This is an optimization exercise on Yosys and OpenROAD, whose aim is small area, not a production implementation. In this exercise RTL edits were held to simulation tests only and were not proved equivalent to the original. Power is estimated from default activity; no workload was simulated.

===== constraint.sdc =====
create_clock -name core_clock -period 6.0 [get_ports {clk}]
set_input_delay 1.2000 -clock core_clock [delete_from_list [all_inputs] [get_ports {clk}]]
set_output_delay 1.2000 -clock core_clock [all_outputs]
set_load 0.01 [all_outputs]

===== design.v =====
package adc_pkg;
  localparam int NCH      = 8;
  localparam int DW       = 16;
  localparam int LOG2_MAX = 7;
  localparam int ACCW     = 23;
  localparam int LOG2_RST = 3;
endpackage
module adc_avg_dec (
  input  logic       en,
  input  logic [2:0] a,
  output logic [7:0] oh
);
  always_comb begin
    for (int k = 0; k < 8; k++) oh[k] = en && (a == 3'(k));
  end
endmodule
module adc_avg_aomux #(
  parameter int W = 16
) (
  input  logic [8*W-1:0] d,
  input  logic [7:0]     oh,
  output logic [W-1:0]   y
);
  always_comb begin
    y = '0;
    for (int k = 0; k < 8; k++) y = y | (d[k*W +: W] & {W{oh[k]}});
  end
endmodule
module adc_avg_shift (
  input  logic [22:0] sum,
  input  logic [7:0]  oh,
  output logic [15:0] y
);
  always_comb begin
    y = '0;
    for (int k = 0; k < 8; k++) y = y | (sum[k +: 16] & {16{oh[k]}});
  end
endmodule
module adc_avg_add (
  input  logic [22:0] acc,
  input  logic [6:0]  cnt,
  input  logic [15:0] din,
  input  logic [6:0]  mask,
  input  logic        clr,
  output logic [22:0] sum,
  output logic        last,
  output logic [22:0] acc_nxt,
  output logic [6:0]  cnt_nxt
);
  logic flush;
  assign sum     = acc + {{7{din[15]}}, din};
  assign last    = &(cnt | ~mask);
  assign flush   = clr || last;
  assign acc_nxt = flush ? '0 : sum;
  assign cnt_nxt = flush ? '0 : cnt + 1'b1;
endmodule
module adc_avg (
  input  logic           clk,
  input  logic           rst,
  input  logic           s_valid,
  input  logic [2:0]     s_ch,
  input  logic [adc_pkg::DW-1:0]  s_data,
  input  logic           cfg_wr,
  input  logic [2:0]     cfg_log2,
  input  logic           rd_en,
  input  logic [2:0]     rd_addr,
  output logic [adc_pkg::DW-1:0]  rd_data,
  output logic [adc_pkg::NCH-1:0] new_flags,
  output logic [adc_pkg::NCH-1:0] ovr_flags,
  input  logic           clr_ovr
);
  localparam int NCH      = adc_pkg::NCH;
  localparam int DW       = adc_pkg::DW;
  localparam int ACCW     = adc_pkg::ACCW;
  localparam int LOG2_MAX = adc_pkg::LOG2_MAX;
  localparam int LOG2_RST = adc_pkg::LOG2_RST;
  localparam int SW       = ACCW + LOG2_MAX;
  logic [2:0]          log2_q;
  logic [ACCW-1:0]     acc [NCH];
  logic [LOG2_MAX-1:0] cnt [NCH];
  logic [DW-1:0]       res [NCH];
  always_ff @(posedge clk) begin
    if (rst) begin
      log2_q <= 3'(LOG2_RST);
    end else if (cfg_wr) begin
      log2_q <= cfg_log2;
    end
  end
  logic [NCH-1:0]      ch_oh, rd_oh, lg_oh;
  logic [NCH*SW-1:0]   st_all;
  logic [NCH*DW-1:0]   res_all;
  logic [SW-1:0]       st_sel;
  logic [DW-1:0]       rd_sel;
  logic [ACCW-1:0]     sum;
  logic                last;
  logic [ACCW-1:0]     acc_nxt;
  logic [LOG2_MAX-1:0] cnt_nxt;
  logic [LOG2_MAX-1:0] mask;
  logic [DW-1:0]       res_nxt;
  for (genvar i = 0; i < NCH; i++) begin : g_pack
    assign st_all[i*SW +: SW]  = {cnt[i], acc[i]};
    assign res_all[i*DW +: DW] = res[i];
  end
  assign mask = ~({LOG2_MAX{1'b1}} << log2_q);
  adc_avg_dec u_ch_dec (.en(1'b1), .a(s_ch),    .oh(ch_oh));
  adc_avg_dec u_rd_dec (.en(!rst), .a(rd_addr), .oh(rd_oh));
  adc_avg_dec u_lg_dec (.en(!rst), .a(log2_q),  .oh(lg_oh));
  adc_avg_aomux #(.W(SW)) u_st_mux (.d(st_all),  .oh(ch_oh), .y(st_sel));
  adc_avg_aomux #(.W(DW)) u_rd_mux (.d(res_all), .oh(rd_oh), .y(rd_sel));
  adc_avg_add u_add (
    .acc     (st_sel[ACCW-1:0]),
    .cnt     (st_sel[SW-1:ACCW]),
    .din     (s_data),
    .mask    (mask),
    .clr     (rst || cfg_wr),
    .sum     (sum),
    .last    (last),
    .acc_nxt (acc_nxt),
    .cnt_nxt (cnt_nxt)
  );
  adc_avg_shift u_shift (.sum(sum), .oh(lg_oh), .y(res_nxt));
  for (genvar i = 0; i < NCH; i++) begin : g_ch
    logic upd;
    assign upd = s_valid && !cfg_wr && ch_oh[i] && last;
    always_ff @(posedge clk) begin
      if (rst || cfg_wr || (s_valid && ch_oh[i])) begin
        acc[i] <= acc_nxt;
        cnt[i] <= cnt_nxt;
      end
    end
    always_ff @(posedge clk) begin
      if (rst || upd) begin
        res[i] <= res_nxt;
      end
    end
    always_ff @(posedge clk) begin
      if (rst) begin
        new_flags[i] <= 1'b0;
        ovr_flags[i] <= 1'b0;
      end else begin
        if (upd) begin
          new_flags[i] <= 1'b1;
        end else if (rd_en && rd_oh[i]) begin
          new_flags[i] <= 1'b0;
        end
        if (upd && new_flags[i] && !(rd_en && rd_oh[i])) begin
          ovr_flags[i] <= 1'b1;
        end else if (clr_ovr) begin
          ovr_flags[i] <= 1'b0;
        end
      end
    end
  end
  always_ff @(posedge clk) begin
    if (rst || rd_en) begin
      rd_data <= rd_sel;
    end
  end
endmodule

===== run.sh =====
#!/bin/bash
# synth_recipe.tcl (not shown) runs the flow's synth.tcl, then flattens the netlist and writes it again
# the make line also repeats each setting of config.mk as NAME=value (left out here)
make -C /OpenROAD-flow-scripts/flow DESIGN_CONFIG=/design/flow/config.mk WORK_HOME=/design/flow/orfs CLKGATE_MAP_FILE= SYNTH_SCRIPT=/design/flow/synth_recipe.tcl finish

===== config.mk =====
export PLATFORM = sky130hd
export DESIGN_NAME = adc_avg
export DESIGN_NICKNAME = adc_avg
export VERILOG_FILES = /design/flow/design.v
export SDC_FILE = /design/flow/constraint.sdc
export NUM_CORES = 4
export LEC_CHECK = 0
export CAP_MARGIN = 20
export CORE_MARGIN = 2
export CORE_UTILIZATION = 60
export CTS_BUF_LIST = sky130_fd_sc_hd__clkbuf_16
export CTS_CLUSTER_DIAMETER = 60
export CTS_CLUSTER_SIZE = 30
export SLEW_MARGIN = 20
export SYNTH_HIERARCHICAL = 1

==> impl_metrics.ini, run 1 <==
[place]
place.gp.congestion = 0.890
placed_area_um2 = 18400
dp_hpwl_um = 26600
io_buffers = 62

[cts]
cts_buffers = 27
htree_num_levels = 1
cts-resized-gates = 0
cts_setup_buffers = 0
clkTransAtPathRegs_ps = 100
cts_buffer_depth = 3
cts_tree = built
cts_hold_buffers = 0
clk_latency_ps = 590
root_buffer = clkbuf_16
clock_sinks = 403

[routing]
drtIter0Drc = 1285
wirelength_um = 42400
wl_per_cell_um = 26.1
route.detailed.drc = 0
vias_per_cell = 6.59
vias = 10700
final_antenna_net_count = 0
firstDrtPassIters = 5

[timing]
timing.final.crit_share_pct = 86.6
skew_ps = 22.9
slew_headroom_pct = 37.1
max_freq_mhz = 192
setup_tns_ps = 0
hold_slack_ps = 485
final.min_clock_period_ps = 5200
finalMaxSlewViolations = 0
finalSetupViolCount = 0
rsz0062_at_grt = false
finalHoldViolations = 0
worst_pin_slew_ps = 934

[power_and_ir_drop]
pwr_density_cell_nw_per_um2 = 325
vdd_drop_max_mv = 0.306
leakage_nw = 7.03

[synth]
avgSynthCellArea_um2 = 15.1
ys_async_sr_fraction_pct = 0
netlist_area_um2 = 17500
synth_cell_types = 64
ys_ff_latch = 403
synth_edf_count = 384
synth_top_area_share_pct = 66.0
postSynthCellCount = 1160
synth_warnings = 14
yosysSeqAreaShare_pct = 68.2
synth_ff_type = edfxtp_1
ys_top_cells_by_area = edfxtp_1 66%, a22oi_1 10%, buf_6 2.5%, nand4_1 2.4%, dfxtp_1 2.2%
yosysTopAreaCell = edfxtp_1

[outcome]
outcome = no timing/DRC/antenna violations

[cells_and_area]
final_cell_mix = 384 x edfxtp_1, 244 x a22oi_1, 66 x nand4_1
mostFrequentLayoutCell = edfxtp_1
nets = 1278
drive_gt1_share_pct = 13.7
stdcell_area_um2 = 19400
regArea_um2 = 11900
area_growth_pct = 11.0
multi_input_area_um2 = 4850
n_fill_cell = 2049
antennaDiodeCount = 0

[floorplanning]
rows = 62
die_w_um = 175
core_area_um2 = 28700
start_util_pct = 60.9
ios = 63
die_area_um2 = 30500
die_height_um = 175

[global_routing]
grt_pass1_vias = 10400
grt_pass1_wl_um = 64300
grt_max_degree = 33
track_usage_pct = 28.0
antenna_found_initial = 0
grt-ovfl-total = 0

[worst_setup_path]
cp.arrival_ps = 5550
end_kind = flop
critPathKind = in2reg
cp_max_fo = 13
critical_path.endpoint = res[2][4]
start_kind = primary input
crit_start = s_ch[0]
ff2ff_setup_slack_ps = 2170
reg2reg_to = res[2][4]
reg2reg_depth = 11
reg2reg_from = acc[4][0]
crit_required_ps = 6360

[min_path]
whs_path_depth = 2
holdCritPathClass = reg2reg

[job]
cap_violations = 0
-- Yosys stat by module, one instance, submodules excluded, excerpt --
| module | flops+latches | area, um^2 |
|---|---|---|
| adc_avg | 403 | 12700 |
| adc_avg_add | 0 | 1660 |
| adc_avg_dec | 0 | 96.3 |
| adc_avg_shift | 0 | 822 |
-- synthesized netlist by cell type, types with 4 or more instances --
master	instances
clkbuf_1	13
a22oi_2	4
buf_6	38
and4bb_2	9
nand3_1	11
o21ai_0	13
a21oi_1	31
mux2i_1	7
and3_1	4
clkbuf_2	4
or3_1	5
a31oi_1	4
nand4_1	66
a22oi_1	244
nand2_1	54
edfxtp_1	384
dfxtp_1	19
inv_1	19
nor3_1	5
a21bo_2	8
o41ai_2	8
or3b_2	9
and4b_2	9
nand4b_1	6
nor2_1	25
and2_1	27
xnor2_1	10
ha_1	23
xor2_1	12
a21o_1	8
buf_2	28
-- through the flow --
stage	setup slack (ps)	util [%]	power, mW	std cells
4_1_cts	916	67.5	6.31	1628
3_5_place_dp	295	64.0	4.29	1578
6_report	805	67.5	6.29	1628
3_3_place_gp	357	64.0	4.28	1578
5_1_grt	563	67.5	6.51	1628
2_1_floorplan	1540	-	4.01	1167
-- state kept, by name, indices dropped and copies added (netlist names) --
| signal | cells |
|---|---|
| acc | 184 |
| res | 128 |
| cnt | 56 |
| rd_data | 16 |
| new_flags | 8 |
| ovr_flags | 8 |
| log2_q | 3 |
-- logic make-up (layout without fill, tap and decap cells) --
kind of cell | after synthesis | count (layout) | synth area share [%]
simple gates | 255 | 255 | 9.26
xor+xnor | 22 | 22 | 1.10
other cells | 1 | 8 | 0.0215
fa+ha+maj | 24 | 24 | 1.76
buf+inv | 106 | 183 | 4.31
mux | 7 | 7 | 0.401
compound gates | 342 | 342 | 14.9
flops | 403 | 403 | 68.2
-- worst max-delay path, stage by stage --
cell	delay, ps
clkdlybuf4s50_1	610
and4bb_2	460
buf_4	250
a22oi_1	200
nand4_1	180
ha_1	400
a211oi_2	260
o21bai_2	140
a2111o_1	470
and2_1	170
xor2_1	720
a22oi_1	150
nand4_1	340
-- where the power goes --
group | switching (mW) | total [mW] | internal [mW]
Clock | 1.11 | 2.05 | 0.937
Sequential | 0.0866 | 3.55 | 3.46
Combinational | 0.478 | 0.695 | 0.217
Total | 1.68 | 6.29 | 4.61
-- worst min-delay path by stage --
stage                 start      endpoint
6_report       new_flags[7]  ovr_flags[7]
5_1_grt        new_flags[6]  ovr_flags[6]
4_1_cts        new_flags[7]  ovr_flags[7]
3_5_place_dp   new_flags[7]  ovr_flags[7]
3_3_place_gp   new_flags[7]  ovr_flags[7]
2_1_floorplan  new_flags[3]  ovr_flags[3]
-- metal layers --
| layer | track usage [%] | vias up | wire length [um] |
|---|---|---|---|
| li1 | - | 4848 | - |
| met1 | 40.1 | 5395 | 17700 |
| met2 | 47.0 | 431 | 21100 |
| met3 | 3.44 | 50 | 2760 |
| met4 | 5.73 | 0 | 869 |
| met5 | 0 | - | 0 |
-- layout make-up --
| cell class | count | share of cell area, % |
|---|---|---|
| clock buffers | 27 | 3.49 |
| well taps | 384 | 2.48 |
| flip-flops and latches | 403 | 61.5 |
| multi-input cells | 658 | 25.0 |
| repair buffers | 114 | 5.47 |
| inverters | 19 | 0.368 |
| clock inverters | 23 | 1.71 |
==> inputs of run 2 (changes only) <==
--- a/config.mk
+++ b/config.mk
@@ -8,8 +8,8 @@
 export CAP_MARGIN = 20
 export CORE_MARGIN = 2
 export CORE_UTILIZATION = 60
-export CTS_BUF_LIST = sky130_fd_sc_hd__clkbuf_16
-export CTS_CLUSTER_DIAMETER = 60
-export CTS_CLUSTER_SIZE = 30
+export CTS_BUF_LIST = sky130_fd_sc_hd__clkbuf_8
+export CTS_CLUSTER_DIAMETER = 50
+export CTS_CLUSTER_SIZE = 18
 export SLEW_MARGIN = 20
 export SYNTH_HIERARCHICAL = 1
==> impl_metrics.ini, run 2 <==
[outcome]
outcome = no timing/DRC/antenna violations

[synth]
synth_edf_count = 384
synth_cell_types = 64
synthMostInstantiatedCell = edfxtp_1
synth_top_area_share_pct = 66.0
postSynthCellCount = 1160
netlist_area_um2 = 17500
ys_async_sr_fraction_pct = 0
ys_ff_latch = 403
synth.cells.most_frequent = 384 x edfxtp_1, 244 x a22oi_1, 66 x nand4_1, 54 x nand2_1, 38 x buf_6
ys_top_cells_by_area = edfxtp_1 66%, a22oi_1 10%, buf_6 2.5%, nand4_1 2.4%, dfxtp_1 2.2%
yosysTopAreaCell = edfxtp_1
synth_warnings = 14
yosysSeqAreaShare_pct = 68.2
synth_ff_type = edfxtp_1
avgSynthCellArea_um2 = 15.1

[floorplanning]
core_area_um2 = 28700
ios = 63
die_area_um2 = 30500
die_w_um = 175
die_height_um = 175
rows = 62
start_util_pct = 60.9

[worst_setup_path]
crit_required_ps = 6330
cp_max_fo = 13
max_stage_delay_ps = 750
path_cells = clkdlybuf4s50_1 > and4bb_2 > buf_4 > a22oi_1 > nand4_1 > ha_1 > a211oi_2 > o21bai_2 > a2111o_1 > and2_1 > xor2_1 > a22oi_1 > nand4_1
end_kind = flop
critPathKind = in2reg
cp_slowest_cell = xor2_1
start_kind = primary input
cp.arrival_ps = 5600

[global_routing]
grt_pass1_vias = 10400
antenna_found_initial = 0
grt_max_degree = 33
grt_pass1_wl_um = 64100
track_usage_pct = 28.0
grt-ovfl-total = 0

[routing]
firstDrtPassIters = 6
vias_per_cell = 6.61
met1_length_um = 17800
top_layer = met4
route.detailed.drc = 0
wl_met3_um = 2660
wirelength_um = 42500
vias = 10800
wl_per_cell_um = 26.0
route.met2.wl_um = 21000
final_antenna_net_count = 0
drtIter0Drc = 1139

[timing]
hold_slack_ps = 486
finalSetupViolCount = 0
setup_tns_ps = 0
finalHoldViolations = 0
finalMaxSlewViolations = 0
rsz0062_at_grt = false
timing.final.crit_share_pct = 87.7
final.min_clock_period_ps = 5260
worst_pin_slew_ps = 977
max_freq_mhz = 190
skew_ps = 43.8
slew_headroom_pct = 34.1

[cells_and_area]
stdcell_area_um2 = 19100
fin_util_pct = 66.4
largest_reg_flops = 184
drive_gt1_share_pct = 13.6
nets = 1286
area_growth_pct = 9.08
n_fill_cell = 2084
mostFrequentLayoutCell = edfxtp_1
reg_top3 = acc x184, res x128, cnt x56
multi_input_area_um2 = 4850
antennaDiodeCount = 0
regArea_um2 = 11900
final_cell_mix = 384 x edfxtp_1, 244 x a22oi_1, 66 x nand4_1
top_register = acc

[cts]
clk_latency_ps = 570
root_buffer = clkbuf_8
htree_num_levels = 2
cts_tree = built
cts_buffer_depth = 3
cts_hold_buffers = 0
cts_buffers = 35
clock_sinks = 403
cts-resized-gates = 0
clkTransAtPathRegs_ps = 80
cts_setup_buffers = 0

[place]
place.gp.congestion = 0.890
placed_area_um2 = 18400
dp_hpwl_um = 26600
io_buffers = 62

[job]
cap_violations = 0

[min_path]
holdCritPathClass = reg2reg

[power_and_ir_drop]
leakage_nw = 6.89
finalPower_mw = 5.79
pwr_density_cell_nw_per_um2 = 304
vdd_drop_max_mv = 0.263
-- run 2: critical path: cells and delay by family --
kind                     cells  cell delay [ps]
AO/OA/AOI/OAI                5             1220
AND/OR/NAND/NOR              4             1150
buffers and inverters        2              860
XOR/XNOR                     1              750
adder cells (fa/ha/maj)      1              400
-- run 2: path summary, 6_finish.rpt --
| check | start | endpoint | slack [ps] | cells after the start |
|---|---|---|---|---|
| setup / recovery | s_ch[0] | res[3][4] | 740 | 13 |
| hold / removal | new_flags[7] | ovr_flags[7] | 490 | 2 |
| setup reg to reg | acc[4][0] | res[3][4] | 2130 | 11 |
| hold reg to reg | new_flags[7] | ovr_flags[7] | 490 | 2 |
-- run 2: layer usage --
metal  vias to the layer above  GRT usage [%]
met3                        53           3.66
li1                       4845              -
met1                      5502           39.6
met5                         -              0
met2                       410           46.8
met4                         0           7.12
-- run 2: power breakdown --
group          switching, mW  leakage, nW  internal, mW  total [mW]
logic                  0.479         2.25         0.217       0.696
clock network          0.918        0.351         0.634        1.55
registers             0.0864         4.29          3.46        3.55
-- run 2: area by class of cell --
| type | count | share of cell area (%) |
|---|---|---|
| Inverter | 19 | 0.374 |
| Timing Repair Buffer | 114 | 5.57 |
| Tap cell | 384 | 2.52 |
| Clock buffer | 36 | 2.60 |
| Multi-Input combinational cell | 658 | 25.5 |
| Sequential cell | 403 | 62.5 |
| Clock inverter | 22 | 0.952 |
-- run 2: logic make-up after synthesis --
kind of cell    Yosys count  synth area share [%]
compound gates          342                  14.9
xor+xnor                 22                  1.10
fa+ha+maj                24                  1.76
buf+inv                 106                  4.31
flops                   403                  68.2
mux                       7                 0.401
other cells               1                0.0215
simple gates            255                  9.26
-- run 2: per-stage QoR --
stage | setup WS, ps | cells
2_1_floorplan | 1540 | 1167
5_1_grt | 537 | 1636
4_1_cts | 890 | 1636
3_5_place_dp | 295 | 1578
6_report | 739 | 1636
3_3_place_gp | 357 | 1578
-- run 2: Yosys stat by module, one instance, submodules excluded, excerpt --
module	cell area, um^2	copies in the design	cells inside	flops+latches
adc_avg	12700	1	509	403
adc_avg_dec	96.3	3	8	0
adc_avg_shift	822	1	105	0
adc_avg_add	1660	1	252	0
==> inputs of run 3 (changes only) <==
==> flow/run.sh (new file) <==
#!/bin/bash
# Standard ORFS layout (the standard.sh, unchanged synthesis) with two
# changes: CTS without dummy loads and with larger sink clusters, and
# minimum-size buffers on the ports (every port still gets its buffer).
set -euo pipefail
CTS="-sink_clustering_enable -repair_clock_nets -dont_use_dummy_load"
CTS="$CTS -buf_list sky130_fd_sc_hd__clkbuf_8 -sink_clustering_size 18 -sink_clustering_max_diameter 50"
bash standard.sh "CTS_ARGS=$CTS" \
  "BUFFER_PORTS_ARGS=-buffer_cell sky130_fd_sc_hd__buf_1" \
  finish > flow.log 2>&1
==> standard.sh (new file) <==
#!/bin/bash
# synth_recipe.tcl (not shown) runs the flow's synth.tcl, then flattens the netlist and writes it again
# the make line also repeats each setting of config.mk as NAME=value (left out here)
make -C /OpenROAD-flow-scripts/flow DESIGN_CONFIG=/design/flow/config.mk WORK_HOME=/design/flow/orfs CLKGATE_MAP_FILE= SYNTH_SCRIPT=/design/flow/synth_recipe.tcl "${@:-finish}"
--- a/config.mk
+++ b/config.mk
@@ -8,8 +8,5 @@
 export CAP_MARGIN = 20
 export CORE_MARGIN = 2
 export CORE_UTILIZATION = 60
-export CTS_BUF_LIST = sky130_fd_sc_hd__clkbuf_8
-export CTS_CLUSTER_DIAMETER = 50
-export CTS_CLUSTER_SIZE = 18
 export SLEW_MARGIN = 20
 export SYNTH_HIERARCHICAL = 1
removed: run.sh
==> impl_metrics.ini, run 3 <==
[timing]
finalMaxSlewViolations = 0
final.min_clock_period_ps = 5080
timing.final.crit_share_pct = 84.6
max_freq_mhz = 197
setup_ws_ps = 925
finalHoldViolations = 0
worst_pin_slew_ps = 1010
slew_headroom_pct = 32.3
rsz0062_at_grt = false
setup_tns_ps = 0
finalSetupViolCount = 0
skew_ps = 74.4

[cts]
cts_setup_buffers = 0
cts_tree = built
cts_hold_buffers = 0
clkTransAtPathRegs_ps = 100
htree_num_levels = 2
cts-resized-gates = 0
clock_sinks = 403
cts_buffers = 34
cts_buffer_depth = 3
root_buffer = clkbuf_8
clk_latency_ps = 580

[cells_and_area]
area_growth_pct = 5.41
final_cell_mix = 384 x edfxtp_1, 244 x a22oi_1, 66 x nand4_1
multi_input_area_um2 = 4850
reg_top3 = acc x184, res x128, cnt x56
regArea_um2 = 11900
finalNonFillerCells = 1611
top_register = acc
drive_gt1_share_pct = 12.5
nets = 1284
stdcell_area_um2 = 18400
antennaDiodeCount = 0
largest_reg_flops = 184
mostFrequentLayoutCell = edfxtp_1
n_fill_cell = 2135

[floorplanning]
die_area_um2 = 30500
die_height_um = 175
die_w_um = 175
start_util_pct = 60.9
core_area_um2 = 28700
rows = 62
ios = 63

[synth]
yosysTopAreaCell = edfxtp_1
ys_top_cells_by_area = edfxtp_1 66%, a22oi_1 10%, buf_6 2.5%, nand4_1 2.4%, dfxtp_1 2.2%
synth_cell_types = 64
synth_top_area_share_pct = 66.0
ys_ff_latch = 403
netlist_area_um2 = 17500
synth.cells.most_frequent = 384 x edfxtp_1, 244 x a22oi_1, 66 x nand4_1, 54 x nand2_1, 38 x buf_6
ys_async_sr_fraction_pct = 0
synth_edf_count = 384
yosysSeqAreaShare_pct = 68.2
synth_warnings = 14
synth_ff_type = edfxtp_1
avgSynthCellArea_um2 = 15.1
synthMostInstantiatedCell = edfxtp_1
postSynthCellCount = 1160

[power_and_ir_drop]
pwr_density_cell_nw_per_um2 = 300
vdd_drop_max_mv = 0.231
leakage_nw = 6.62

[worst_setup_path]
cp_slowest_cell = xor2_1
crit_family = compound AO/OA/AOI/OAI gates
crit_required_ps = 6320
critPathKind = in2reg
start_kind = primary input
cp.arrival_ps = 5400
end_kind = flop
max_stage_delay_ps = 780
path_cells = buf_1 > and4b_2 > a22oi_1 > nand4_1 > ha_1 > fa_1 > a211oi_2 > o21bai_2 > a2111o_1 > and2_1 > xor2_1 > a22oi_1 > nand4_1
path_buf_inv = 1
ff2ff_setup_slack_ps = 2000
cp_max_fo = 20

[routing]
route.met2.wl_um = 20300
final_antenna_net_count = 0
top_layer = met4
route.detailed.drc = 0
wl_met3_um = 2110
vias_per_cell = 6.64
firstDrtPassIters = 5
met1_length_um = 18100
drtIter0Drc = 1002
wirelength_um = 41800
wl_per_cell_um = 25.9
vias = 10700

[place]
place_ws_ps = 482
io_buffers = 62
dp_cells = 1577
dp_hpwl_um = 26300
placed_area_um2 = 17900
place.gp.congestion = 0.964

[global_routing]
grt-ovfl-total = 0
track_usage_pct = 27.7
grt_pass1_vias = 10400
grt_pass1_wl_um = 63400
grt_max_degree = 31
antenna_found_initial = 0

[job]
cap_violations = 0

[min_path]
holdCritPathClass = reg2reg

[outcome]
outcome = no timing/DRC/antenna violations
## run 3: cell count changes in the layout (fill, tap and decap cells not counted), moves of 2 or more
cell             before  now
buf_12                4    1
buf_1                 0   62
clkbuf_8             36   34
inv_12                2    0
buf_4                48   50
inv_1                23   19
clkinvlp_4            3    0
clkinv_4              3    0
clkdlybuf4s50_1      62    0
clkinv_1              4    0
clkinv_2              3    0
## run 3: worst min-delay path, stage by stage (launching register included)
cell     delay (ps)
dfxtp_1         320
inv_1            60
o41ai_2          70
## run 3: path summary, 6_finish.rpt
path         depth (start not counted)    startpoint           end
max                                 13       s_ch[1]     res[7][9]
min                                  2  new_flags[5]  ovr_flags[5]
max reg2reg                         11     acc[6][0]     res[7][9]
min reg2reg                          2  new_flags[5]  ovr_flags[5]
## run 3: where the power goes
group / switching, mW / internal (mW) / total (mW)
Sequential: 0.0828 / 3.46 / 3.54
Clock: 0.804 / 0.510 / 1.31
Combinational: 0.480 / 0.187 / 0.666
Total: 1.37 / 4.16 / 5.52
## run 3: cells by family after synthesis
logic type	count (synthesis)	synth area share, %
muxes	7	0.401
DFF	403	68.2
other	1	0.0215
buffers and inverters	106	4.31
AOI/OAI and AO/OA	342	14.9
and+or+nand+nor	255	9.26
xor gates and xnor gates	22	1.10
adders and majority gates	24	1.76
## run 3: area by class of cell
cell class              instances  area share (%)
repair buffers                113            3.41
well taps                     384            2.61
inverters                      19           0.387
flip-flops and latches        403            64.7
clock buffers                  34            2.54
multi-input cells             658            26.3
## run 3: per-module statistics from Yosys (local to each module, per instance), excerpt
module         cells inside  flops+latches  area, um^2
adc_avg_add             252              0        1660
adc_avg                 509            403       12700
adc_avg_shift           105              0         822
adc_avg_dec               8              0        96.3
## run 3: stage by stage
step / util [%] / power, mW / hold slack [ps]
floorplan: - / 4.01 / 504
global placement: 62.5 / 4.24 / 474
detailed placement: 62.5 / 4.26 / 474
CTS: 64.1 / 5.54 / 463
global route: 64.1 / 5.73 / 473
finish: 64.1 / 5.52 / 455
## run 3: routing by layer
| metal | vias up | global-route usage, % |
|---|---|---|
| li1 | 4816 | - |
| met1 | 5428 | 38.7 |
| met2 | 369 | 46.5 |
| met3 | 87 | 2.94 |
| met4 | 0 | 8.61 |
| met5 | - | 0 |
==> inputs of run 4 (changes only) <==
--- a/design.v
+++ b/design.v
@@ -102,9 +102,13 @@
     assign res_all[i*DW +: DW] = res[i];
   end
   assign mask = ~({LOG2_MAX{1'b1}} << log2_q);
-  adc_avg_dec u_ch_dec (.en(1'b1), .a(s_ch),    .oh(ch_oh));
-  adc_avg_dec u_rd_dec (.en(!rst), .a(rd_addr), .oh(rd_oh));
-  adc_avg_dec u_lg_dec (.en(!rst), .a(log2_q),  .oh(lg_oh));
+  always_comb begin
+    for (int k = 0; k < NCH; k++) begin
+      ch_oh[k] = (s_ch == 3'(k));
+      rd_oh[k] = !rst && (rd_addr == 3'(k));
+      lg_oh[k] = !rst && (log2_q == 3'(k));
+    end
+  end
   adc_avg_aomux #(.W(SW)) u_st_mux (.d(st_all),  .oh(ch_oh), .y(st_sel));
   adc_avg_aomux #(.W(DW)) u_rd_mux (.d(res_all), .oh(rd_oh), .y(rd_sel));
   adc_avg_add u_add (
==> impl_metrics.ini, run 4 <==
[outcome]
outcome = no timing/DRC/antenna violations

[synth]
synth_ff_type = edfxtp_1
synth-xor-area-share_pct = 0.772
synth-simple-area-share_pct = 7.50
synth_edf_count = 384
synth.cells.most_frequent = 384 x edfxtp_1, 244 x a22oi_1, 65 x nand4_1, 44 x nand2_1, 37 x nor2_1
ys_top_cells_by_area = edfxtp_1 68%, a22oi_1 11%, nand4_1 2.4%, buf_6 2.4%, dfxtp_1 2.2%
synth.area.mux_share_pct = 0.360
avgSynthCellArea_um2 = 14.9
postSynthCellCount = 1142
synth_warnings = 13
synth_compound_area_share_pct = 15.5
synth_cell_types = 62
synthAdderAreaFrac_pct = 1.81
ys_ff_latch = 403
ys_async_sr_fraction_pct = 0
synth_top_family_by_area = compound AO/OA/AOI/OAI gates
synthMostInstantiatedCell = edfxtp_1
yosysSeqAreaShare_pct = 70.0
netlist_area_um2 = 17000
yosysTopAreaCell = edfxtp_1
synth_top_area_share_pct = 67.7

[worst_setup_path]
reg2reg_to = res[0][9]
start_kind = primary input
cp_max_fo = 18
crit_start = s_ch[2]
cp.depth = 15
reg2reg_depth = 11
path_buf_inv = 2
ff2ff_setup_slack_ps = 2260
crit_required_ps = 6140
critical_path.endpoint = res[0][9]
crit_family = simple AND/OR/NAND/NOR gates
end_kind = flop
max_stage_delay_ps = 450
cp_slowest_cell = or2_1
path_cells = buf_1 > or2_1 > nor2_2 > buf_4 > a22oi_1 > nand4_1 > ha_1 > and2_1 > nand2_1 > a21oi_1 > and3b_1 > o21bai_1 > xor2_1 > a22oi_1 > nand4_1
reg2reg_from = acc[4][4]
cp.arrival_ps = 5230
critPathKind = in2reg

[power_and_ir_drop]
leakage_nw = 6.35
vdd_drop_max_mv = 0.215
pwr_density_cell_nw_per_um2 = 326
finalPower_mw = 5.94

[floorplanning]
core_area_um2 = 27900
die_height_um = 172
start_util_pct = 61.1
die_w_um = 172
die_area_um2 = 29700
ios = 63
rows = 61

[routing]
wl_per_cell_um = 26.2
vias = 10700
wl_met3_um = 3120
wirelength_um = 41900
firstDrtPassIters = 8
vias_per_cell = 6.67
drtIter0Drc = 1033
route.detailed.drc = 0
top_layer = met4
route.met2.wl_um = 19800
met1_length_um = 17900
final_antenna_net_count = 0

[global_routing]
grt_max_degree = 31
antenna_found_initial = 1
track_usage_pct = 28.9
grt_pass1_vias = 10300
grt-ovfl-total = 0
grt_pass1_wl_um = 62700

[cts]
cts_buffer_depth = 3
cts_buffers = 35
clk_latency_ps = 570
cts_hold_buffers = 0
root_buffer = clkbuf_8
htree_num_levels = 2
cts_tree = built
cts_setup_buffers = 0
clkTransAtPathRegs_ps = 90
cts-resized-gates = 0
clock_sinks = 403

[timing]
skew_ps = 64.2
finalMaxSlewViolations = 0
finalHoldViolations = 0
slew_headroom_pct = 25.2
worst_pin_slew_ps = 1120
timing.final.crit_share_pct = 84.7
max_freq_mhz = 197
final.min_clock_period_ps = 5080
finalSetupViolCount = 0
setup_tns_ps = 0
rsz0062_at_grt = false

[place]
dp_hpwl_um = 26300
io_buffers = 62
place.gp.congestion = 0.964

[cells_and_area]
largest_reg_flops = 184
reg_top3 = acc x184, res x128, cnt x56
final_cell_mix = 384 x edfxtp_1, 244 x a22oi_1, 65 x nand4_1
top_register = acc
drive_gt1_share_pct = 11.6
nets = 1275
area_growth_pct = 7.13
mostFrequentLayoutCell = edfxtp_1

[min_path]
whs_path_depth = 2
holdCritPathClass = reg2reg

[job]
cap_violations = 0
## run 4: cell type report
cell class / instances / area, um^2
fillers: 2030 / 9620
diodes: 2 / 5.00
clock buffers: 35 / 482
well taps: 378 / 473
inverters: 17 / 63.8
repair buffers: 121 / 701
flip-flops and latches: 403 / 11900
multi-input cells: 642 / 4600
## run 4: worst reg2reg max path, stage by stage, from the launching register on
cell      delay [ps]
edfxtp_1         390
a22oi_1          230
nand4_1          130
ha_1             390
a21o_1           210
a31oi_2          250
a21boi_2         130
o31a_1           290
o211ai_1         250
nand3_1          360
a22oi_1          270
nand4_1          440
## run 4: modules after synthesis, one instance, submodules excluded, a selection
module | area (um^2) | flops+latches
adc_avg | 12600 | 403
adc_avg_add | 1570 | 0
adc_avg_shift | 822 | 0
## run 4: worst min-delay path by stage
stage                   endpoint    startpoint
global placement    ovr_flags[5]  ovr_flags[5]
detailed placement  ovr_flags[1]  ovr_flags[1]
finish              ovr_flags[5]  ovr_flags[5]
floorplan           ovr_flags[0]  ovr_flags[0]
CTS                 ovr_flags[1]  ovr_flags[1]
global route        ovr_flags[6]  ovr_flags[6]
## run 4: metal layers
metal  global-route usage, %  vias to the layer above
met5                       0                        -
met3                    4.44                       82
met2                    45.7                      472
met4                    8.55                        0
li1                        -                     4761
met1                    41.9                     5337
## run 4: report_power, final
part / switching [mW] / total, mW / internal, mW
Combinational: 0.662 / 0.931 / 0.269
Sequential: 0.102 / 3.68 / 3.57
Clock: 0.811 / 1.33 / 0.523
Total: 1.58 / 5.94 / 4.37
## run 4: stage by stage
| step | setup slack (ps) | hold slack (ps) | util [%] | instances | area (um^2) |
|---|---|---|---|---|---|
| after floorplan | 1410 | 471 | - | 1142 | 17000 |
| after global placement | 639 | 440 | 63.7 | 1561 | 17700 |
| after detailed placement | 428 | 448 | 63.7 | 1561 | 17700 |
| after CTS | 1020 | 461 | 65.4 | 1596 | 18200 |
| after global routing | 699 | 490 | 65.5 | 1597 | 18200 |
| final | 915 | 453 | 65.5 | 1598 | 18200 |
## run 4: kinds of logic (layout without fill, tap and decap cells)
family / after synthesis / count (layout)
AO/OA/AOI/OAI: 363 / 363
XOR/XNOR: 15 / 15
adder cells (fa/ha/maj): 24 / 24
buffers and inverters: 97 / 173
flip-flops: 403 / 403
multiplexers: 6 / 6
other: 0 / 2
AND/OR/NAND/NOR: 234 / 234
==> inputs of run 5 (changes only) <==
--- a/design.v
+++ b/design.v
@@ -33,7 +33,7 @@
 );
   always_comb begin
     y = '0;
-    for (int k = 0; k < 8; k++) y = y | (sum[k +: 16] & {16{oh[k]}});
+    for (int k = 0; k < 8; k++) y = y | ((sum[k +: 16] ^ 16'h8000) & {16{oh[k]}});
   end
 endmodule
 module adc_avg_add (
@@ -47,8 +47,27 @@
   output logic [22:0] acc_nxt,
   output logic [6:0]  cnt_nxt
 );
-  logic flush;
-  assign sum     = acc + {{7{din[15]}}, din};
+  logic [15:0] u, p, g;
+  logic [16:0] c;
+  logic [7:0]  gg, gp;
+  logic [6:0]  pre;
+  logic        flush;
+  assign u = {~din[15], din[14:0]};
+  assign p = acc[15:0] ^ u;
+  assign g = acc[15:0] & u;
+  assign c[0] = 1'b0;
+  for (genvar j = 0; j < 8; j++) begin : g_grp
+    assign gg[j]       = g[2*j+1] | (p[2*j+1] & g[2*j]);
+    assign gp[j]       = p[2*j+1] & p[2*j];
+    assign c[2*j+1]    = g[2*j] | (p[2*j] & c[2*j]);
+    assign c[2*j+2]    = gg[j] | (gp[j] & c[2*j]);
+  end
+  assign sum[15:0] = p ^ c[15:0];
+  assign pre[0] = 1'b1;
+  for (genvar i = 1; i < 7; i++) begin : g_inc
+    assign pre[i] = pre[i-1] & acc[15+i];
+  end
+  assign sum[22:16] = acc[22:16] ^ (pre & {7{c[16]}});
   assign last    = &(cnt | ~mask);
   assign flush   = clr || last;
   assign acc_nxt = flush ? '0 : sum;
==> flow/run.sh (replaced) <==
#!/bin/bash
# Standard ORFS layout (the standard.sh, unchanged synthesis) with two
# changes: CTS without dummy loads and with larger sink clusters, and
# minimum-size buffers on the ports (every port still gets its buffer).
set -euo pipefail
CTS="-sink_clustering_enable -repair_clock_nets -dont_use_dummy_load"
CTS="$CTS -buf_list sky130_fd_sc_hd__clkbuf_2 -sink_clustering_size 6 -sink_clustering_max_diameter 30"
bash standard.sh "CTS_ARGS=$CTS" \
  "BUFFER_PORTS_ARGS=-buffer_cell sky130_fd_sc_hd__buf_1" \
  finish > flow.log 2>&1
==> impl_metrics.ini, run 5 <==
[outcome]
outcome = no timing/DRC/antenna violations

[place]
io_buffers = 62
dp_cells = 1462
place.gp.congestion = 0.840
place_ws_ps = 349
dp_hpwl_um = 23700
placed_area_um2 = 17300

[timing]
finalSetupViolCount = 0
hold_slack_ps = 458
finalHoldViolations = 0
max_freq_mhz = 203
worst_pin_slew_ps = 1100
slew_headroom_pct = 26.2
skew_ps = 124
final.min_clock_period_ps = 4930
finalMaxSlewViolations = 0
rsz0062_at_grt = false
setup_ws_ps = 1070
setup_tns_ps = 0
timing.final.crit_share_pct = 82.1

[worst_setup_path]
crit_family = simple AND/OR/NAND/NOR gates
end_kind = flop
path_cells = buf_1 > nor2b_1 > and2_1 > buf_4 > a22oi_1 > nand4_1 > ha_1 > nand4_1 > o21bai_1 > o31a_2 > o21ai_0 > nand2b_1 > fa_1 > xor2_1 > buf_4 > o22ai_1 > or4_1
max_stage_delay_ps = 610
reg2reg_from = acc[4][4]
start_kind = primary input
cp.arrival_ps = 5400
crit_start = s_ch[0]
cp_max_fo = 12
cp_slowest_cell = or4_1
crit_required_ps = 6470
path_buf_inv = 3
critPathKind = in2reg

[synth]
synthMostInstantiatedCell = edfxtp_1
synth_edf_count = 384
synth-xor-area-share_pct = 0.793
ys_top_cells_by_area = edfxtp_1 70%, a22oi_1 11%, nand4_1 2.4%, dfxtp_1 2.3%, buf_6 1.6%
yosysSeqAreaShare_pct = 71.9
synth.area.mux_share_pct = 0.302
synth_ff_type = edfxtp_1
synth_top_area_share_pct = 69.6
synth_compound_area_share_pct = 14.0
synth_warnings = 13
avgSynthCellArea_um2 = 15.3
postSynthCellCount = 1082
synth_cell_types = 52
ys_ff_latch = 403
ys_async_sr_fraction_pct = 0
synth_top_family_by_area = compound AO/OA/AOI/OAI gates
synth-simple-area-share_pct = 6.67
yosysTopAreaCell = edfxtp_1
netlist_area_um2 = 16600
synthAdderAreaFrac_pct = 2.25
synth.cells.most_frequent = 384 x edfxtp_1, 244 x a22oi_1, 63 x nand4_1, 39 x inv_1, 38 x nand2_1

[power_and_ir_drop]
p_int_mw = 4.14
p_switching_mw = 1.53
vdd_drop_max_mv = 0.218
leakage_nw = 6.32
pwr-share-clk_pct = 21.9
p_sw_share_pct = 27.0
pwr_density_cell_nw_per_um2 = 321
combPwrFrac_pct = 13.8
pwr-share-seq_pct = 64.3
finalPower_mw = 5.68

[global_routing]
track_usage_pct = 27.8
grt_max_degree = 31
grt_pass1_wl_um = 59400
grt_pass1_vias = 10200
grt-ovfl-total = 0
antenna_found_initial = 3

[cells_and_area]
final_cell_mix = 384 x edfxtp_1, 244 x a22oi_1, 85 x clkbuf_2
stdcell_area_um2 = 17700
reg_top3 = acc x184, res x128, cnt x56
area_growth_pct = 6.84
mostFrequentLayoutCell = edfxtp_1
n_fill_cell = 1989
top_register = acc
finalNonFillerCells = 1550
nets = 1265
fin_util_pct = 65.5
largest_reg_flops = 184
drive_gt1_share_pct = 15.2

[routing]
wirelength_um = 38900
wl_per_cell_um = 25.1
drtIter0Drc = 1057
final_antenna_net_count = 0
vias = 10200
vias_per_cell = 6.58
firstDrtPassIters = 7
route.detailed.drc = 0

[min_path]
min_from = ovr_flags[0]
holdCritPathClass = reg2reg

[cts]
cts_tree = built
clkTransAtPathRegs_ps = 80
htree_num_levels = 3
clock_sinks = 403
cts_setup_buffers = 0
clk_latency_ps = 850
cts_hold_buffers = 0
cts-resized-gates = 0
root_buffer = clkbuf_2
cts_buffer_depth = 3
cts_buffers = 85

[floorplanning]
start_util_pct = 61.3
die_w_um = 170
die_height_um = 170
ios = 63
core_area_um2 = 27000
die_area_um2 = 28900
rows = 60

[job]
cap_violations = 0
-- run 5: power by group through the flow --
stage | clock [mW] | sequential (mW) | combinational (mW)
2_1_floorplan | 0 | 3.69 | 0.491
3_3_place_gp | 0 | 3.70 | 0.759
3_5_place_dp | 0 | 3.71 | 0.772
4_1_cts | 1.28 | 3.65 | 0.774
5_1_grt | 1.41 | 3.69 | 0.852
6_report | 1.24 | 3.65 | 0.783
-- run 5: logic make-up (layout without fill, tap and decap cells) --
family                   after synthesis  after routing
adder cells (fa/ha/maj)               25             25
other                                  0              2
XOR/XNOR                              15             15
multiplexers                           5              5
flip-flops                           403            403
AND/OR/NAND/NOR                      200            200
AO/OA/AOI/OAI                        314            314
buffers and inverters                120            245
-- run 5: modules after synthesis (local to each module, per instance), a selection --
module | times used | flip-flops and latches | cell area, um^2
adc_avg_add | 1 | 0 | 1200
adc_avg_shift | 1 | 0 | 724
adc_avg | 1 | 403 | 12600
-- run 5: worst register-to-register path, delay by kind of cell (launching register included) --
family	cells	cell delay, ps
compound gates	7	1370
buf+inv	1	180
simple gates	3	930
fa+ha+maj	2	760
flops	1	390
xor+xnor	1	160
-- run 5: final timing paths --
path / endpoint / slack (ps) / depth (start not counted)
max: res[4][15] / 1070 / 17
min: ovr_flags[0] / 460 / 2
max reg2reg: res[4][15] / 1880 / 14
min reg2reg: ovr_flags[0] / 460 / 2
-- run 5: area by class of cell --
| cell class | instances | area, um^2 | area share [%] |
|---|---|---|---|
| Antenna cell | 2 | 5.00 | 0.0283 |
| Clock buffer | 85 | 425 | 2.40 |
| Inverter | 43 | 161 | 0.912 |
| Multi-Input combinational cell | 559 | 4120 | 23.3 |
| Sequential cell | 403 | 11900 | 67.3 |
| Timing Repair Buffer | 117 | 646 | 3.65 |
| Tap cell | 341 | 427 | 2.41 |
-- run 5: layer usage --
layer	share of wire [%]	global-route usage, %	routed length [um]
met3	6.7	4.47	2600
met2	49	45.0	18900
met1	42	38.7	16500
met4	2.5	10.3	980
met5	0.033	0	13
==> inputs of run 6 (changes only) <==
==> flow/run.sh (replaced) <==
#!/bin/bash
# Standard ORFS layout (the standard.sh, unchanged synthesis) with two
# changes: CTS without dummy loads and with larger sink clusters, and
# minimum-size buffers on the ports (every port still gets its buffer).
set -euo pipefail
CTS="-sink_clustering_enable -repair_clock_nets -dont_use_dummy_load"
CTS="$CTS -buf_list sky130_fd_sc_hd__clkbuf_4 -sink_clustering_size 12 -sink_clustering_max_diameter 30"
bash standard.sh "CTS_ARGS=$CTS" \
  "BUFFER_PORTS_ARGS=-buffer_cell sky130_fd_sc_hd__buf_1" \
  finish > flow.log 2>&1
==> impl_metrics.ini, run 6 <==
[synth]
synth.cells.most_frequent = 384 x edfxtp_1, 244 x a22oi_1, 63 x nand4_1, 39 x inv_1, 38 x nand2_1
yosysSeqAreaShare_pct = 71.9
synth_top_area_share_pct = 69.6
postSynthCellCount = 1082
synth_edf_count = 384
ys_top_cells_by_area = edfxtp_1 70%, a22oi_1 11%, nand4_1 2.4%, dfxtp_1 2.3%, buf_6 1.6%
synthMostInstantiatedCell = edfxtp_1
synth_cell_types = 52
avgSynthCellArea_um2 = 15.3
synth_ff_type = edfxtp_1
ys_async_sr_fraction_pct = 0
synth_warnings = 13
netlist_area_um2 = 16600
yosysTopAreaCell = edfxtp_1
ys_ff_latch = 403

[power_and_ir_drop]
pwr_density_cell_nw_per_um2 = 327
vdd_drop_max_mv = 0.203
leakage_nw = 6.29

[timing]
timing.final.crit_share_pct = 84.3
worst_pin_slew_ps = 1100
slew_headroom_pct = 26.5
finalHoldViolations = 0
rsz0062_at_grt = false
finalSetupViolCount = 0
max_freq_mhz = 198
setup_tns_ps = 0
final.min_clock_period_ps = 5060
skew_ps = 103
finalMaxSlewViolations = 0

[routing]
route.detailed.drc = 0
drtIter0Drc = 915
wl_per_cell_um = 25.3
vias_per_cell = 6.63
final_antenna_net_count = 0
wirelength_um = 38800
vias = 10200
firstDrtPassIters = 5

[cells_and_area]
area_growth_pct = 7.44
mostFrequentLayoutCell = edfxtp_1
reg_top3 = acc x184, res x128, cnt x56
final_cell_mix = 384 x edfxtp_1, 244 x a22oi_1, 71 x clkbuf_4
finalNonFillerCells = 1535
fin_util_pct = 65.8
top_register = acc
drive_gt1_share_pct = 14.1
largest_reg_flops = 184
regArea_um2 = 11900
nets = 1250
n_fill_cell = 1979
multi_input_area_um2 = 4120

[worst_setup_path]
start_kind = primary input
crit_required_ps = 6310
critPathKind = in2reg
critical_path.endpoint = res[4][15]
crit_start = s_ch[0]
ff2ff_setup_slack_ps = 1900
reg2reg_depth = 14
cp_max_fo = 12
reg2reg_from = acc[4][4]
cp.arrival_ps = 5370
end_kind = flop
reg2reg_to = res[4][15]

[cts]
clk_latency_ps = 700
cts_buffers = 71
cts_buffer_depth = 3
clock_sinks = 403
root_buffer = clkbuf_4
htree_num_levels = 3
cts_tree = built
cts_hold_buffers = 0
cts-resized-gates = 0
cts_setup_buffers = 0
clkTransAtPathRegs_ps = 60

[global_routing]
track_usage_pct = 27.7
grt_pass1_wl_um = 59000
grt-ovfl-total = 0
grt_max_degree = 31
antenna_found_initial = 2
grt_pass1_vias = 10100

[floorplanning]
start_util_pct = 61.3
core_area_um2 = 27000
ios = 63
die_w_um = 170
die_area_um2 = 28900
die_height_um = 170
rows = 60

[place]
dp_cells = 1462
io_buffers = 62
place.gp.congestion = 0.840
dp_hpwl_um = 23700

[outcome]
outcome = no timing/DRC/antenna violations

[min_path]
holdCritPathClass = reg2reg

[job]
cap_violations = 0
[run 6: changes by cell type in the layout (fill, tap and decap cells not counted)]
cell,change
buf_4,-1
clkbuf_4,+71
clkbuf_2,-85
[run 6: worst min-delay path by stage]
stage / start / to / cells past startpoint
after global placement: ovr_flags[7] / ovr_flags[7] / 2
after floorplan: ovr_flags[0] / ovr_flags[0] / 2
after detailed placement: ovr_flags[0] / ovr_flags[0] / 2
after CTS: ovr_flags[0] / ovr_flags[0] / 2
final: ovr_flags[0] / ovr_flags[0] / 2
after global routing: ovr_flags[0] / ovr_flags[0] / 2
[run 6: per-layer routing]
layer	up-vias	GRT usage (%)	wire length (um)
met2	409	44.8	18800
li1	4566	-	-
met5	-	0	0
met3	71	4.19	2440
met4	0	10.3	1020
met1	5130	38.6	16600
[run 6: logic make-up after synthesis]
family          after synthesis  share of synthesized area [%]
compound gates              314                           14.0
xor+xnor                     15                          0.793
fa+ha+maj                    25                           2.25
buf+inv                     120                           4.08
flops                       403                           71.9
mux                           5                          0.302
simple gates                200                           6.67
[run 6: report_power, final]
group          total [mW]  switching [mW]  internal (mW)
logic               0.784           0.558          0.226
registers            3.65           0.100           3.55
clock network        1.39           0.844          0.542
total                5.82            1.50           4.32
[run 6: worst max-delay path, cell delays in order]
cell,delay [ps]
buf_1,280
nor2b_1,230
and2_1,510
buf_4,320
a22oi_1,90
nand4_1,90
ha_1,280
a21oi_1,260
a211oi_2,160
o31a_2,310
o21ai_0,140
nand2b_1,90
fa_1,370
xor2_1,150
buf_4,180
o22ai_1,90
or4_1,620
[run 6: final cells by class]
type	instances	area share, %
Tap cell	341	2.40
Clock buffer	71	3.00
Timing Repair Buffer	116	3.59
Sequential cell	403	66.9
Multi-Input combinational cell	559	23.1
Antenna cell	2	0.0281
Inverter	43	0.907
[run 6: stage by stage]
step	hold slack (ps)	power, mW	area [um^2]	setup WS, ps
after floorplan	471	4.18	16600	941
final	456	5.82	17800	940
after detailed placement	449	4.48	17300	349
after global placement	440	4.46	17300	481
after CTS	459	5.84	17800	1020
after global routing	471	6.07	17800	752
[run 6: modules after synthesis (local to each module, per instance), excerpt]
module,cells,area [um^2],times used,flip-flops and latches
adc_avg_shift,113,724,1,0
adc_avg,529,12600,1,403
adc_avg_add,170,1200,1,0
==> inputs of run 7 (changes only) <==
==> flow/run.sh (replaced) <==
#!/bin/bash
# Standard ORFS layout (the standard.sh, unchanged synthesis) with two
# changes: CTS without dummy loads and with larger sink clusters, and
# minimum-size buffers on the ports (every port still gets its buffer).
set -euo pipefail
CTS="-sink_clustering_enable -repair_clock_nets -dont_use_dummy_load"
CTS="$CTS -buf_list sky130_fd_sc_hd__clkbuf_8 -sink_clustering_size 18 -sink_clustering_max_diameter 50"
bash standard.sh "CTS_ARGS=$CTS" \
  "BUFFER_PORTS_ARGS=-buffer_cell sky130_fd_sc_hd__buf_1" \
  finish > flow.log 2>&1
==> impl_metrics.ini, run 7 <==
[outcome]
outcome = no timing/DRC/antenna violations

[synth]
yosysSeqAreaShare_pct = 71.9
yosysTopAreaCell = edfxtp_1
synth_cell_types = 52
synth_ff_type = edfxtp_1
ys_ff_latch = 403
avgSynthCellArea_um2 = 15.3
netlist_area_um2 = 16600
synth.cells.most_frequent = 384 x edfxtp_1, 244 x a22oi_1, 63 x nand4_1, 39 x inv_1, 38 x nand2_1
synth_top_area_share_pct = 69.6
ys_top_cells_by_area = edfxtp_1 70%, a22oi_1 11%, nand4_1 2.4%, dfxtp_1 2.3%, buf_6 1.6%
synth_edf_count = 384
postSynthCellCount = 1082
ys_async_sr_fraction_pct = 0
synthMostInstantiatedCell = edfxtp_1
synth_warnings = 13

[place]
io_buffers = 62
place_ws_ps = 349
place.gp.congestion = 0.840
dp_hpwl_um = 23700

[routing]
vias_per_cell = 6.66
wl_per_cell_um = 25.6
firstDrtPassIters = 7
drtIter0Drc = 928
final_antenna_net_count = 0
route.detailed.drc = 0
vias = 9974
wirelength_um = 38300

[timing]
finalSetupViolCount = 0
finalHoldViolations = 0
slew_headroom_pct = 26.4
worst_pin_slew_ps = 1100
setup_ws_ps = 806
skew_ps = 61.9
rsz0062_at_grt = false
final.min_clock_period_ps = 5190
finalMaxSlewViolations = 0
setup_tns_ps = 0
max_freq_mhz = 193
timing.final.crit_share_pct = 86.6

[floorplanning]
rows = 60
die_area_um2 = 28900
die_w_um = 170
core_area_um2 = 27000
ios = 63
die_height_um = 170
start_util_pct = 61.3

[global_routing]
grt_pass1_vias = 9778
antenna_found_initial = 1
grt_max_degree = 31
track_usage_pct = 27.2
grt_pass1_wl_um = 58300
grt-ovfl-total = 0

[cts]
cts_buffers = 34
clkTransAtPathRegs_ps = 90
htree_num_levels = 2
root_buffer = clkbuf_8
cts_hold_buffers = 0
clock_sinks = 403
cts-resized-gates = 0
cts_buffer_depth = 3
clk_latency_ps = 550
cts_setup_buffers = 0
cts_tree = built

[worst_setup_path]
reg2reg_from = acc[4][4]
critPathKind = in2reg
reg2reg_to = res[0][15]
cp.arrival_ps = 5400
critical_path.endpoint = res[0][15]
crit_start = s_ch[0]
ff2ff_setup_slack_ps = 1870
max_stage_delay_ps = 620
start_kind = primary input
cp_slowest_cell = or4_1
cp_max_fo = 11
end_kind = flop
reg2reg_depth = 14
crit_required_ps = 6210
path_cells = buf_1 > nor2b_1 > and2_1 > a22oi_1 > nand4_1 > ha_1 > a21o_1 > a21oi_1 > a211oi_2 > o31a_2 > o21ai_0 > nand2b_1 > fa_1 > xor2_1 > buf_4 > o22ai_1 > or4_1

[cells_and_area]
drive_gt1_share_pct = 11.4
top_register = acc
area_growth_pct = 7.08
final_cell_mix = 384 x edfxtp_1, 244 x a22oi_1, 63 x nand4_1
mostFrequentLayoutCell = edfxtp_1
nets = 1214
n_fill_cell = 1953
regArea_um2 = 11900
largest_reg_flops = 184
reg_top3 = acc x184, res x128, cnt x56
multi_input_area_um2 = 4120

[min_path]
holdCritPathClass = reg2reg

[job]
cap_violations = 0

[power_and_ir_drop]
vdd_drop_max_mv = 0.232
leakage_nw = 6.21
pwr_density_cell_nw_per_um2 = 323
==> run 7: cell counts after synthesis <==
Identical to the previous run, type by type.
==> run 7: worst min path at each step <==
stage	start	endpoint	slack (ps)	cells after the start
final	ovr_flags[0]	ovr_flags[0]	460	2
after global routing	ovr_flags[0]	ovr_flags[0]	470	2
after CTS	ovr_flags[0]	ovr_flags[0]	460	2
after detailed placement	ovr_flags[0]	ovr_flags[0]	450	2
after global placement	ovr_flags[7]	ovr_flags[7]	440	2
after floorplan	ovr_flags[0]	ovr_flags[0]	470	2
==> run 7: power breakdown <==
part	internal, mW	total (mW)	leakage, nW	switching [mW]
logic	0.226	0.781	1.67	0.555
registers	3.55	3.65	4.30	0.100
clock network	0.510	1.30	0.244	0.791
total	4.28	5.73	6.21	1.45
==> run 7: per-stage QoR <==
stage	utilization (%)	total power, mW	cells	hold WS, ps	cell area, um^2
after floorplan	-	4.18	1082	471	16600
after global placement	63.8	4.46	1462	440	17300
after detailed placement	63.8	4.48	1462	449	17300
after CTS	65.6	5.76	1496	461	17700
after global routing	65.6	5.96	1498	473	17700
final	65.6	5.73	1498	459	17700
==> run 7: logic make-up (layout without fill, tap and decap cells) <==
logic type,after synthesis,after routing,share of synthesized area [%]
flops,403,403,71.9
compound gates,314,314,14.0
simple gates,200,200,6.67
buf+inv,120,194,4.08
fa+ha+maj,25,25,2.25
xor+xnor,15,15,0.793
mux,5,5,0.302
other cells,0,1,0
==> run 7: layout make-up <==
class                           instances  area share, %
Tap cell                              341           2.41
Antenna cell                            1         0.0141
Clock buffer                           34           2.64
Sequential cell                       403           67.2
Multi-Input combinational cell        559           23.2
Timing Repair Buffer                  117           3.64
Inverter                               43          0.910
==> run 7: worst max-delay path: cells and delay by family <==
kind / cells / cell delay (ps)
buf+inv: 2 / 460
simple gates: 5 / 1650
xor+xnor: 1 / 160
fa+ha+maj: 2 / 660
compound gates: 7 / 1260
==> run 7: modules after synthesis (local to each module, per instance), excerpt <==
module | cells | times used | cell area (um^2)
adc_avg | 529 | 1 | 12600
adc_avg_add | 170 | 1 | 1200
adc_avg_shift | 113 | 1 | 724
==> run 7: routing by layer <==
metal  GRT usage, %  wire, um
met5              0         0
met4           7.84       927
met1           38.9     16600
met3           3.05      2150
met2           44.8     18600
==> inputs of run 8 (changes only) <==
==> flow/run.sh (replaced) <==
#!/bin/bash
# Standard ORFS layout (the standard.sh, unchanged synthesis) with two
# changes: CTS without dummy loads and with larger sink clusters, and
# minimum-size buffers on the ports (every port still gets its buffer).
set -euo pipefail
CTS="-sink_clustering_enable -repair_clock_nets -dont_use_dummy_load"
CTS="$CTS -buf_list sky130_fd_sc_hd__clkbuf_4 -sink_clustering_size 10 -sink_clustering_max_diameter 40"
bash standard.sh "CTS_ARGS=$CTS" \
  "BUFFER_PORTS_ARGS=-buffer_cell sky130_fd_sc_hd__buf_1" \
  finish > flow.log 2>&1
--- a/config.mk
+++ b/config.mk
@@ -8,5 +8,6 @@
 export CAP_MARGIN = 20
 export CORE_MARGIN = 2
 export CORE_UTILIZATION = 60
+export GPL_TIMING_DRIVEN = 0
 export SLEW_MARGIN = 20
 export SYNTH_HIERARCHICAL = 1
==> impl_metrics.ini, run 8 <==
[outcome]
outcome = no timing/DRC/antenna violations

[cells_and_area]
largest_reg_flops = 184
reg_top3 = acc x184, res x128, cnt x56
drive_gt1_share_pct = 13.2
area_growth_pct = 9.44
n_fill_cell = 1954
finalNonFillerCells = 1550
nets = 1266
mostFrequentLayoutCell = edfxtp_1
final_cell_mix = 384 x edfxtp_1, 244 x a22oi_1, 66 x buf_1
top_register = acc
fin_util_pct = 67.1

[timing]
slew_headroom_pct = 27.4
final.min_clock_period_ps = 5750
max_freq_mhz = 174
finalHoldViolations = 0
skew_ps = 97.9
finalSetupViolCount = 0
setup_tns_ps = 0
timing.final.crit_share_pct = 95.8
finalMaxSlewViolations = 0
setup_ws_ps = 255
worst_pin_slew_ps = 1080

[global_routing]
antenna_found_initial = 1
use_met1_pct = 38.1
grtUsageMet3_pct = 4.79
grt_pass1_wl_um = 59800
track_usage_pct = 28.3
busiest_layer = met2
grt_max_degree = 20
use_met2_pct = 46.5
grt_pass1_vias = 9922
grt-ovfl-total = 0

[worst_setup_path]
end_kind = flop
reg2reg_from = acc[0][4]
crit_required_ps = 6360
start_kind = primary input
cp_max_fo = 10
reg2reg_to = res[4][15]
critPathKind = in2reg
reg2reg_depth = 14
critical_path.endpoint = res[4][15]
crit_start = s_ch[2]
cp.arrival_ps = 6100
ff2ff_setup_slack_ps = 1570

[power_and_ir_drop]
combPwrFrac_pct = 14.9
p_sw_share_pct = 26.3
p_int_mw = 4.18
p_switching_mw = 1.49
pwr-share-seq_pct = 64.3
pwr-share-clk_pct = 20.9
pwr_density_cell_nw_per_um2 = 312
vdd_drop_max_mv = 0.179
finalPower_mw = 5.66
leakage_nw = 6.44

[synth]
netlist_area_um2 = 16600
synth.cells.most_frequent = 384 x edfxtp_1, 244 x a22oi_1, 63 x nand4_1, 39 x inv_1, 38 x nand2_1
synth_top_area_share_pct = 69.6
avgSynthCellArea_um2 = 15.3
ys_ff_latch = 403
ys_top_cells_by_area = edfxtp_1 70%, a22oi_1 11%, nand4_1 2.4%, dfxtp_1 2.3%, buf_6 1.6%
yosysSeqAreaShare_pct = 71.9
synth_warnings = 13
synth_ff_type = edfxtp_1
postSynthCellCount = 1082
yosysTopAreaCell = edfxtp_1
synth_edf_count = 384
ys_async_sr_fraction_pct = 0
synthMostInstantiatedCell = edfxtp_1
synth_cell_types = 52

[routing]
vias_per_cell = 6.57
final_antenna_net_count = 0
vias = 10200
wirelength_um = 39900
wl_per_cell_um = 25.7
firstDrtPassIters = 6
route.detailed.drc = 0
drtIter0Drc = 997

[cts]
clkTransAtPathRegs_ps = 90
htree_num_levels = 2
cts_buffers = 50
cts_tree = built
clk_latency_ps = 730
root_buffer = clkbuf_4
cts_buffer_depth = 3
clock_sinks = 403
cts_setup_buffers = 0

[place]
place.gp.congestion = 0.853
io_buffers = 61
place_ws_ps = -445
dp_cells = 1499
dp_hpwl_um = 26100

[floorplanning]
start_util_pct = 61.3
core_area_um2 = 27000
ios = 63
die_height_um = 170
rows = 60
die_w_um = 170
die_area_um2 = 28900

[min_path]
holdCritPathClass = reg2reg

[job]
cap_violations = 0
run 8: cell types whose count changed in the layout (fill, tap and decap cells not counted), moves of 4 or more:
cell	before	now
clkbuf_1	0	15
clkbuf_4	0	50
buf_16	0	13
buf_6	0	23
buf_2	0	33
nor3_2	5	1
nor2_2	7	1
clkbuf_8	34	0
nor2_1	25	31
nor3_1	5	9
buf_4	55	0
buf_1	62	66
run 8: through the flow:
step	instance area [um^2]	hold slack, ps
finish	18100	464
detailed placement	17700	448
global route	18100	490
global placement	17200	437
floorplan	16600	471
CTS	18100	468
run 8: worst max-delay path, stage by stage:
cell and delay [ps]:
buf_1 290, nand2_1 390, nor2_1 390, buf_2 350, a22oi_1 110, nand4_1 160
ha_1 290, a21o_1 170, a21oi_1 420, a211oi_2 200, o31a_2 320, o21ai_0 150
nand2b_1 90, fa_1 380, xor2_1 210, buf_2 230, o22ai_1 100, or4_1 650
run 8: how the worst min path moves through the flow:
stage / startpoint / endpoint / cells past startpoint
after global routing: ovr_flags[5] / ovr_flags[5] / 2
final: ovr_flags[7] / ovr_flags[7] / 2
after global placement: ovr_flags[7] / ovr_flags[7] / 2
after floorplan: ovr_flags[0] / ovr_flags[0] / 2
after CTS: ovr_flags[7] / ovr_flags[7] / 2
after detailed placement: ovr_flags[7] / ovr_flags[7] / 2
run 8: final cells by class:
class / count / area (um^2) / share of cell area, %
sequential: 403 / 11900 / 65.7
multi-input combinational: 559 / 4120 / 22.7
timing repair buffer: 76 / 617 / 3.40
buffer: 77 / 514 / 2.84
tap: 341 / 427 / 2.35
clock buffer: 50 / 375 / 2.07
inverter: 43 / 161 / 0.891
antenna: 1 / 2.50 / 0.0138
run 8: timing repair:
| action | CTS | global route |
|---|---|---|
| gates resized for setup | 0 | 3 |
| endpoints found under the setup margin | 0 | 8 |
| hold buffers | 0 | 0 |
run 8: modules after synthesis, one instance, submodules excluded, excerpt:
| module | cell area [um^2] | copies in the design |
|---|---|---|
| adc_avg | 12600 | 1 |
| adc_avg_shift | 724 | 1 |
| adc_avg_add | 1200 | 1 |
run 8: power by group through the flow:
| stage | clock network, mW | registers, mW | logic (mW) |
|---|---|---|---|
| 2_1_floorplan | 0 | 3.69 | 0.491 |
| 3_3_place_gp | 0 | 3.70 | 0.777 |
| 3_5_place_dp | 0 | 3.70 | 0.828 |
| 4_1_cts | 1.21 | 3.64 | 0.831 |
| 5_1_grt | 1.30 | 3.67 | 0.913 |
| 6_report | 1.18 | 3.64 | 0.842 |
run 8: cells by family after synthesis:
| family | after synthesis | share of synthesized area, % |
|---|---|---|
| AO/OA/AOI/OAI | 314 | 14.0 |
| XOR/XNOR | 15 | 0.793 |
| buffers and inverters | 120 | 4.08 |
| adder cells (fa/ha/maj) | 25 | 2.25 |
| AND/OR/NAND/NOR | 200 | 6.67 |
| flip-flops | 403 | 71.9 |
| multiplexers | 5 | 0.302 |
run 8: per-layer routing:
layer | vias up | share of wire, % | routed length [um]
met5 | - | 0 | 0
met4 | 0 | 3.8 | 1510
met3 | 107 | 7.8 | 3090
met2 | 445 | 49 | 19400
met1 | 5048 | 40 | 15900
li1 | 4586 | - | -

==> what the ideal ports hide <==
How much do the figures lean on ideal ports? The routed layouts below were timed once more, with nothing changed but the port constraints. Step 1 assumes that a clkbuf_16 drives the clock port and a buf_2 every other input. Step 2, shift: input delay + t, output delay - t, t = (earliest + latest rising clock arrival at the registers) / 2. This alone moves slack from input paths to output paths. Three values: ideal, step 1, step 2; two values: the first two.
| run | t (ns) | setup WS [ns] | hold WS [ns] | worst setup path after step 2 | clock arrival spread, ns |
|---|---|---|---|---|---|
| run 1 | 0.625 | 0.805 / 0.831 / 0.206 | 0.485 / 0.485 / 0.485 | input to register | 0.023 / 0.023 |
| run 2 | 0.596 | 0.739 / 0.761 / 0.165 | 0.486 / 0.486 / 0.486 | input to register | 0.044 / 0.044 |
| run 3 | 0.594 | 0.925 / 0.953 / 0.360 | 0.455 / 0.455 / 0.455 | input to register | 0.075 / 0.075 |
| run 4 | 0.580 | 0.915 / 0.919 / 0.339 | 0.453 / 0.453 / 0.453 | input to register | 0.064 / 0.064 |
| run 5 | 0.833 | 1.074 / 1.098 / 0.265 | 0.458 / 0.458 / 0.458 | input to register | 0.125 / 0.124 |
| run 6 | 0.702 | 0.940 / 0.965 / 0.264 | 0.456 / 0.456 / 0.456 | input to register | 0.113 / 0.113 |
| run 7 | 0.567 | 0.806 / 0.830 / 0.263 | 0.459 / 0.459 / 0.459 | input to register | 0.062 / 0.062 |
| run 8 | 0.725 | 0.255 / 0.276 / -0.449 | 0.464 / 0.464 / 0.464 | input to register | 0.098 / 0.098 |
Met with ideal ports but missed after step 2: setup timing in run 8. For run 5, which loses most, drivers alone change the setup slack by +0.024 ns; drivers and shift together by -0.809 ns.
